This design comes from an exercise in tuning for a short achievable clock period and few clock cycles on the open sky130 flow, not from production work. At most, simulation tests tie the RTL to the original design; equivalence was not proved. Power figures rest on the tool's default switching activity, not on a simulated workload.

== wip/yarrow ==
## mips_core
module mips_core (
	input  logic        clk,
	input  logic        rst,
	output logic [31:0] pc,
	input  logic [31:0] instr,
	output logic        memwrite,
	output logic [31:0] memaddr,
	output logic [31:0] memwritedata,
	input  logic [31:0] memreaddata
);
Size in the first run: about 4300 cells after synthesis, ~1400 flip-flops, ~160 I/O pins, roughly 0.067 mm² of cells after synthesis.
clock: 9.0 ns
lec_check: 0
cap_margin: 20
core_margin: 2
core_utilization: 60
setup_slack_margin: 5
slew_margin: 20
tns_end_percent: 100
run.sh (not shown) runs the stock make flow with config.mk's settings and CLKGATE_MAP_FILE= SYNTH_SCRIPT=/design/flow/synth_recipe.tcl, a recipe that flattens the netlist after the stock synthesis.
Testbench counts of wip/yarrow, summed over its fixed seeds: cycles 26,129.
For wip/ember, these inputs were changed with respect to wip/yarrow:
Settings: TNS_END_PERCENT: 100 -> unset; SETUP_SLACK_MARGIN: 5 -> unset.
==> flow/flow/run.sh (new file) <==
#!/bin/bash
set -euo pipefail
bash standard.sh SETUP_SLACK_MARGIN=6 TNS_END_PERCENT=100 finish > standard.log 2>&1
==> flow/standard.sh (new file) <==
#!/bin/bash
# synth_recipe.tcl (not shown) runs the flow's synth.tcl, then flattens the netlist and writes it again
# the make line also repeats each setting of config.mk as NAME=value (left out here)
make -C /OpenROAD-flow-scripts/flow DESIGN_CONFIG=/design/flow/config.mk WORK_HOME=/design/flow/orfs CLKGATE_MAP_FILE= SYNTH_SCRIPT=/design/flow/synth_recipe.tcl "${@:-finish}"
removed: flow/run.sh
--- outcome ---
- Clock-buffer cell count: higher on wip/ember
- Looking only at number of setup buffers added after CTS, and setting everything else aside, the lower value of wip/yarrow and wip/ember goes to wip/yarrow.
- Relative to wip/yarrow, data required time of the worst path has gone down in wip/ember.
The following lists how wip/sierra was set up differently from wip/ember:
==> flow/flow/run.sh <==
#!/bin/bash
set -euo pipefail
bash standard.sh SETUP_SLACK_MARGIN=7 TNS_END_PERCENT=100 finish > standard.log 2>&1
--- outcome ---
The core utilization of wip/sierra exceeds that of wip/ember by 1.7 points.
wip/ember -> wip/sierra: hold violation total from the final report delta 0, exact match
Slew at the pin closest to its max-slew limit: wip/sierra vs wip/ember down 150 ps
wip/ember reports its critical path endpoint as ex_b[27] while wip/sierra reports pc[27].
Non-clock buffer count: lower on wip/ember

== old ==
Another version of the RTL of mips_core (not shown whole).
Size in the first run: ~1,400 flip-flops.
clock: 9.0 ns
lec_check: 0
cap_margin: 20
core_margin: 2
core_utilization: 60
slew_margin: 20
standard.sh (not shown) runs the stock make flow with config.mk's settings and CLKGATE_MAP_FILE= SYNTH_SCRIPT=/design/flow/synth_recipe.tcl, a recipe that flattens the netlist after the stock synthesis.
==> flow/flow/run.sh <==
#!/bin/bash
set -euo pipefail
bash standard.sh SETUP_SLACK_MARGIN=6 TNS_END_PERCENT=100 finish > standard.log 2>&1
In summary, old completed successfully, with a layout that passed the timing, design-rule and antenna checks.
Testbench counts of old, summed over its fixed seeds: cycles 26,129.
Input changes introduced in new (baseline for comparison: old):
- TNS_END_PERCENT now 100, previously not set
- SETUP_SLACK_MARGIN now 5, previously not set
==> flow/run.sh (new file) <==
#!/bin/bash
# synth_recipe.tcl (not shown) runs the flow's synth.tcl, then flattens the netlist and writes it again
# the make line also repeats each setting of config.mk as NAME=value (left out here)
make -C /OpenROAD-flow-scripts/flow DESIGN_CONFIG=/design/flow/config.mk WORK_HOME=/design/flow/orfs CLKGATE_MAP_FILE= SYNTH_SCRIPT=/design/flow/synth_recipe.tcl finish
removed: flow/flow/run.sh
removed: flow/standard.sh
==> comparison <==
| routed wire length | new vs old | better |
NOTE non-clock buffer count old->new decreased by more than half
Cmp new and old / overall fraction of global-route tracks in use / lower: new
Critical path depth sits lower in new than in old.

mips_core, a different RTL version from the one above (not shown whole).
export LEC_CHECK = 0
export ABC_CLOCK_PERIOD_IN_PS = 3000
export CAP_MARGIN = 20
export CORE_MARGIN = 2
export CORE_UTILIZATION = 40
export SETUP_SLACK_MARGIN = 5
export SLEW_MARGIN = 20
create_clock -name core_clock -period 9.0 [get_ports {clk}]
run.sh (not shown) runs the stock make flow with config.mk's settings and CLKGATE_MAP_FILE= SYNTH_SCRIPT=/design/flow/synth_recipe.tcl, a recipe that flattens the netlist after the stock synthesis.
Stock flow here: none of the scripts above is used.
Testbench counts at the start, summed over its fixed seeds: cycles 26,897.
Edit:
- ABC_CLOCK_PERIOD_IN_PS: 3000 -> default
- SETUP_SLACK_MARGIN: 5 -> default
What happened:
- total power decreases by 1.8%
- area after synthesis is unchanged
- routed wire length decreases by 2.6%
- global-route usage went down by 0.55 points
- die area does not change
- register-to-register slack degrades by 1.2 ns
- maximum frequency shrinks by 23%
- sequential share of layout area rose by 1.4 points
- setup slack is worse by 1.6 ns

## job 2789
Another version of the RTL of mips_core (not shown whole).
For scale: ~5100 cells after synthesis, ~160 I/O pins, ~70000 um^2 of cells after synthesis.
==> flow/design.v (excerpt) <==
module mips_core (
	input  logic        clk,
	input  logic        rst,
	output logic [31:0] pc,
	input  logic [31:0] instr,
	output logic        memwrite,
	output logic [31:0] memaddr,
	output logic [31:0] memwritedata,
	input  logic [31:0] memreaddata
);
export LEC_CHECK = 0
export CAP_MARGIN = 20
export CORE_MARGIN = 2
export CORE_UTILIZATION = 60
export SLEW_MARGIN = 20
export SYNTH_HIERARCHICAL = 1
export SYNTH_MINIMUM_KEEP_SIZE = 0
create_clock -name core_clock -period 9.0 [get_ports {clk}]
standard.sh (not shown) runs the stock make flow with config.mk's settings and CLKGATE_MAP_FILE= SYNTH_SCRIPT=/design/flow/synth_recipe.tcl, a recipe that flattens the netlist after the stock synthesis.
==> flow/flow/run.sh <==
#!/bin/bash
set -euo pipefail
bash standard.sh SETUP_SLACK_MARGIN=6 TNS_END_PERCENT=100 finish > standard.log 2>&1
Job 2789 completed end to end with timing, DRC and antenna clean.
Inputs modified between job 2789 and job 7212:
Settings: removing SYNTH_HIERARCHICAL (formerly 1); removing SYNTH_MINIMUM_KEEP_SIZE (formerly 0); changing CORE_UTILIZATION from 60 to 70.
--- outcome ---
- Job 7212 terminated abnormally: global routing (5_1_grt) reported GRT-0232.
- Job 2789 closes out successfully: all stages finished, all timing, DRC and antenna checks passed.
- Pre-CTS setup slack: job 7212 worse than job 2789
- In job 7212 relative to job 2789, placed cell count had gone down by more than 10%.
- Re number of clock sinks: no difference whatsoever between job 2789 and job 7212.
- Compared with job 2789, job 7212 improves total standard cell area after synthesis.
- Lower number of buffers inserted by post-CTS setup repair was reported by job 7212, not job 2789.
- Sort job 7212 and job 2789 by starting utilization of the core area, ascending, and job 2789 comes first.
- Die boundary width: lower on job 7212
- From job 2789 to job 7212 the numbers moved as follows: number of instances in the synthesized netlist decreased by 608 relative to the old numbers; last weighted congestion value of the routability-driven placer increased by 3.5% relative to the old numbers; count of standard-cell rows decreased by about 10% relative to the old numbers; synthesized area per cell increased by 1.1 um^2 relative to the old numbers.
The following lists how job 5227 was set up differently from job 7212:
Settings: CORE_UTILIZATION now 60, was 70.
## What came out
Job 5227 closes out successfully: all stages finished, all timing, DRC and antenna checks passed. Buffer count from post-CTS setup fixing: job 5227 > job 7212. NOTE: width of the chip in job 5227 exceeds that of job 7212. Higher quantity of gates resized following cts goes to job 5227 over job 7212. Relative to job 7212, standard cell area after detailed placement increased by 0.44% in job 5227. Job 5227 vs job 7212 — height of the die climbed by a little under 10%. Of job 5227 and job 7212, job 7212 shows the lower detailed placer's ending HPWL, with job 5227 above it. The global placer's final weighted congestion reported for job 5227 is smaller than that of job 7212 by 0.018.
No run of this note included a check of the RTL's function; only the layout flow was run.

mips_core, a different RTL version from the one above (not shown whole).
Size: about 5800 cells after synthesis, ~160 I/O pins.
## mips_core
module mips_core (
	input  logic        clk,
	input  logic        rst,
	output logic [31:0] pc,
	input  logic [31:0] instr,
	output logic        memwrite,
	output logic [31:0] memaddr,
	output logic [31:0] memwritedata,
	input  logic [31:0] memreaddata
);
==> flow/config.mk <==
export PLATFORM = sky130hd
export DESIGN_NAME = mips_core
export DESIGN_NICKNAME = mips_core
export VERILOG_FILES = /design/flow/design.v
export SDC_FILE = /design/flow/constraint.sdc
export NUM_CORES = 4
export LEC_CHECK = 0
export CAP_MARGIN = 20
export CORE_MARGIN = 2
export CORE_UTILIZATION = 50
export SLEW_MARGIN = 20
export SYNTH_HIERARCHICAL = 1
export SYNTH_MINIMUM_KEEP_SIZE = 0
==> flow/constraint.sdc <==
create_clock -name core_clock -period 9.0 [get_ports {clk}]
set_input_delay 1.8000 -clock core_clock [delete_from_list [all_inputs] [get_ports {clk}]]
set_output_delay 1.8000 -clock core_clock [all_outputs]
set_load 0.01 [all_outputs]
Scripts as last shown in full above: flow/flow/run.sh
The baseline finished with timing, DRC and antenna clean.
Testbench counts at the start, summed over its fixed seeds: cycles 26,129.
Next try:
==> flow/flow/run.sh (replaced) <==
#!/bin/bash
set -euo pipefail
bash standard.sh SETUP_SLACK_MARGIN=7 TNS_END_PERCENT=100 finish > standard.log 2>&1
- CORE_UTILIZATION: 50 -> 60
Worst setup slack is worse by 0.15 ns.
Clock power shrinks by a few percent.
Sequential cell count stays the same.
Global-route usage went up by 9.5 points.
Core utilization came out higher by 16 points.
Cell area climbs by a few percent.

what the ideal ports hide:
In the flow no input, the clock included, has a driving cell. The finished layouts below were timed again as built, in two steps. Step 1: set_driving_cell puts a clkbuf_16 on clk and a buf_2 on each other input, an assumption about the parent block. Step 2 also shifts input and output timing later by t, the mid clock arrival at the registers, as if the neighbouring blocks saw the same clock. Slacks: no drivers / after step 1 / after step 2; pairs: no drivers / after step 1.
run	shift t [ns]	setup slack, ns	hold WS [ns]
wip/yarrow	0.814	5.007 / 4.854 / 4.040	0.382 / 0.382 / 0.382
wip/ember	0.847	5.152 / 4.953 / 4.107	0.441 / 0.441 / 0.441
wip/sierra	0.848	5.171 / 4.732 / 3.884	0.454 / 0.454 / 0.454
old	0.851	4.963 / 4.963 / 4.282	0.439 / 0.439 / 0.439
new	0.840	4.936 / 4.929 / 4.089	0.370 / 0.370 / 0.370
the first run of note 3	0.865	3.698 / 3.762 / 2.897	0.336 / 0.336 / 0.336
the second run of note 3	0.873	2.139 / 2.196 / 1.322	0.335 / 0.335 / 0.335
job 2789	0.864	5.232 / 5.232 / 4.408	0.431 / 0.431 / 0.431
job 5227	0.839	5.204 / 5.032 / 4.193	0.444 / 0.444 / 0.444
the first run of note 5	0.897	5.709 / 5.698 / 4.821	0.423 / 0.423 / 0.423
the second run of note 5	0.881	5.563 / 5.547 / 4.666	0.477 / 0.477 / 0.477
After both steps every run listed still meets setup and hold. The setup slack of wip/sierra, which loses most, moves by -0.439 ns with the drivers and by -1.287 ns with both steps.
